Context: an optimization exercise on an open-source flow, tuned for small area, a short achievable clock period and few clock cycles. The choices shown serve that exercise and are no tape-out recipe. At most, simulation tests tie the RTL to the original design; equivalence was not proved. No activity file was given, so power comes from the tool's default toggle rates.

Design deparser_top, start of the top module:
module deparser_top
(
	input wire clk,
	input wire aresetn,
	input deparser_pkg::phv_t phv,
	input wire phv_empty,
	output logic phv_rd_en,
	input deparser_pkg::vlan_id_t vlan_id,
	input wire vlan_empty,
	output logic vlan_rd_en,
	input deparser_pkg::head_data_t head_data,
	input deparser_pkg::head_keep_t head_keep,
	input deparser_pkg::head_last_t head_last,
	input wire head_empty,
	output logic head_rd_en,
	input deparser_pkg::seg_data_t body_data,
	input deparser_pkg::seg_keep_t body_keep,
	input wire body_last,
	input wire body_empty,
	output logic body_rd_en,
	output deparser_pkg::seg_data_t out_data,
	output deparser_pkg::seg_keep_t out_keep,
	output logic out_last,
	output logic out_valid,
	input wire out_ready,
	input deparser_pkg::seg_data_t ctrl_data,
	input wire ctrl_valid,
	input wire ctrl_last
);
clock: 9.0 ns
lec_check: 0
cap_margin: 20
core_margin: 2
core_utilization: 40
cts_buf_list: sky130_fd_sc_hd__clkbuf_8
cts_cluster_diameter: 50
cts_cluster_size: 14
setup_slack_margin: 5.0
slew_margin: 20
synth_hierarchical: 1
synth_minimum_keep_size: 1000000
standard.sh (not shown) runs the stock make flow with config.mk's settings and CLKGATE_MAP_FILE= SYNTH_SCRIPT=/design/flow/synth_recipe.tcl, a recipe that flattens the netlist after the stock synthesis.
==> flow/flow/run.sh <==
#!/bin/bash
set -uo pipefail
here=$(pwd)
export BUFFER_PORTS_ARGS="-buffer_cell sky130_fd_sc_hd__buf_1"
export CTS_ARGS="-sink_clustering_enable -repair_clock_nets -dont_use_dummy_load -sink_clustering_size 14 -sink_clustering_max_diameter 50 -buf_list sky130_fd_sc_hd__clkbuf_8"
export IO_CONSTRAINTS="$here/flow/io.tcl"
bash standard.sh > standard.log 2>&1
==> flow/flow/io.tcl <==
# Keep the FIFO handshake pins and the output handshake next to each other, so the
# paths from an empty flag to its read enable stay short.
set ctl {vlan_empty vlan_rd_en phv_empty phv_rd_en phv[384] head_empty head_rd_en head_last[0] head_last[1] body_empty body_rd_en body_last out_ready out_valid}
set_io_pin_constraint -pin_names $ctl -region right:180-220
The starting point finished clean.
Rerun with:
--- a/flow/design.v
+++ b/flow/design.v
@@ -77,42 +77,60 @@
 						state <= ctrl_last ? deparser_pkg::WAIT_HDR : deparser_pkg::FLUSH_REST;
 					deparser_pkg::FLUSH_REST: if (ctrl_last) state <= deparser_pkg::WAIT_HDR;
 				endcase
 			end
 		end
 	end
 	always_ff @(posedge clk) begin
 		if (ctrl_valid && state == deparser_pkg::WAIT_ADDR)
 			wr_addr <= ctrl_data[8 +: $clog2(32)];
-		acts_q <= acts;
+		if (ctrl_valid && state == deparser_pkg::WAIT_DATA)
+			acts_q <= acts;
 	end
 endmodule
 `default_nettype wire
 `timescale 1ns/1ps
 `default_nettype none
 module act_table_ram
 (
 	input wire clk,
+	input wire aresetn,
 	input wire wr_en,
 	input deparser_pkg::table_addr_t wr_addr,
 	input wire [31:0] wr_data,
 	input deparser_pkg::table_addr_t rd_addr,
 	output logic [31:0] rd_data
 );
-	logic [31:0] mem [32];
+	logic [31:0] pos0 [32/2];
+	logic [31:0] pos1 [32/2];
+	logic ph, pend, land;
+	deparser_pkg::table_addr_t rd_slot;
+	assign land = (wr_en || pend) && wr_addr[0] == !ph;
 	always_ff @(posedge clk) begin
-		if (wr_en)
-			mem[wr_addr] <= wr_data;
+		ph <= !ph;
+		for (int k = 0; k < 32/2; k++) begin
+			pos1[k] <= pos0[k];
+			pos0[k] <= (land && wr_addr[4:1] == k) ? wr_data : pos1[k];
+		end
 	end
+	always_ff @(posedge clk) begin
+		if (!aresetn)
+			pend <= 1'b0;
+		else
+			pend <= (wr_en || pend) && !land;
+	end
+	assign rd_slot = {rd_addr[4:1], rd_addr[0] ^ ph};
 	always_comb begin
 		rd_data = '0;
-		for (int i = 0; i < 32; i++)
-			rd_data = rd_data | ({32{rd_addr == i}} & mem[i]);
+		for (int k = 0; k < 32/2; k++) begin
+			rd_data = rd_data | ({32{rd_slot == 5'(2*k)}} & pos0[k]);
+			rd_data = rd_data | ({32{rd_slot == 5'(2*k+1)}} & pos1[k]);
+		end
 	end
 endmodule
 `default_nettype wire
 `timescale 1ns/1ps
 `default_nettype none
 module field_extract
 (
 	input deparser_pkg::phv_t phv,
 	input wire [7:0] act,  
@@ -205,19 +223,19 @@
 	input wire ctrl_last
 );
 	logic wr_en;
 	deparser_pkg::table_addr_t wr_addr;
 	logic [31:0] wr_data, lookup;
 	deparser_pkg::table_addr_t rd_addr;
 	act_table_loader u_loader (.clk(clk), .aresetn(aresetn), .ctrl_data(ctrl_data),
 		.ctrl_valid(ctrl_valid), .ctrl_last(ctrl_last), .wr_en(wr_en), .wr_addr(wr_addr),
 		.wr_data(wr_data));
-	act_table_ram u_ram (.clk(clk), .wr_en(wr_en), .wr_addr(wr_addr), .wr_data(wr_data),
+	act_table_ram u_ram (.clk(clk), .aresetn(aresetn), .wr_en(wr_en), .wr_addr(wr_addr), .wr_data(wr_data),
 		.rd_addr(rd_addr), .rd_data(lookup));
 	logic [31:0] e0, e0_n;
 	deparser_pkg::table_addr_t i1;
 	logic ev0, ev1, ev0_n, ev1_n;
 	logic j0v, j0d, j1v, j1d, j0v_n, j0d_n, j1v_n, j1d_n;
 	deparser_pkg::head_data_t ov0, ov1;
 	deparser_pkg::head_keep_t om0, om1;
 	logic full0, full1, drop0, drop1, wp, rp, pe_act, seg_q;
 	logic full0_n, full1_n, drop0_n, drop1_n, wp_n, rp_n, seg_n, kd_n, ks_n;
=> The new run finished clean. Critical path depth is unchanged. Total power fell by a little under a tenth. Register-to-register slack gets better by 50 ps. Via count rose by roughly a tenth. Synthesized cell count rose by a quarter to a third.
Testbench counts after the change, summed over its fixed seeds: cycles 7,778.
Function not checked in the first run of this note: the RTL went through the layout flow alone.

## separate check: timing with driven ports
The flow's constraints put no driver on any port. The routed layouts listed below were extracted and timed again, unchanged, in two steps.
Step 1 assumes that a clkbuf_16 drives the clock port and a buf_2 every other input.
Step 2 adds t to the input delays and takes it off the output delays; t is the mean of the earliest and latest rising clock arrival at the registers after step 1. Input paths then give back, and output paths get back, about the clock's delay inside the block.
Slacks: ideal / step 1 / step 2; pairs: ideal / step 1.
run | shift t [ns] | setup WS [ns] | pins driven straight from the clock port
the first run | 0.939 | 4.781 / 4.686 / 4.198 | 1
the second run | 0.920 | 4.872 / 4.811 / 4.068 | 1
After both steps setup and hold are still met in every run listed. The setup slack of the second run, which loses most, moves by -0.061 ns with the drivers and by -0.804 ns with both steps.
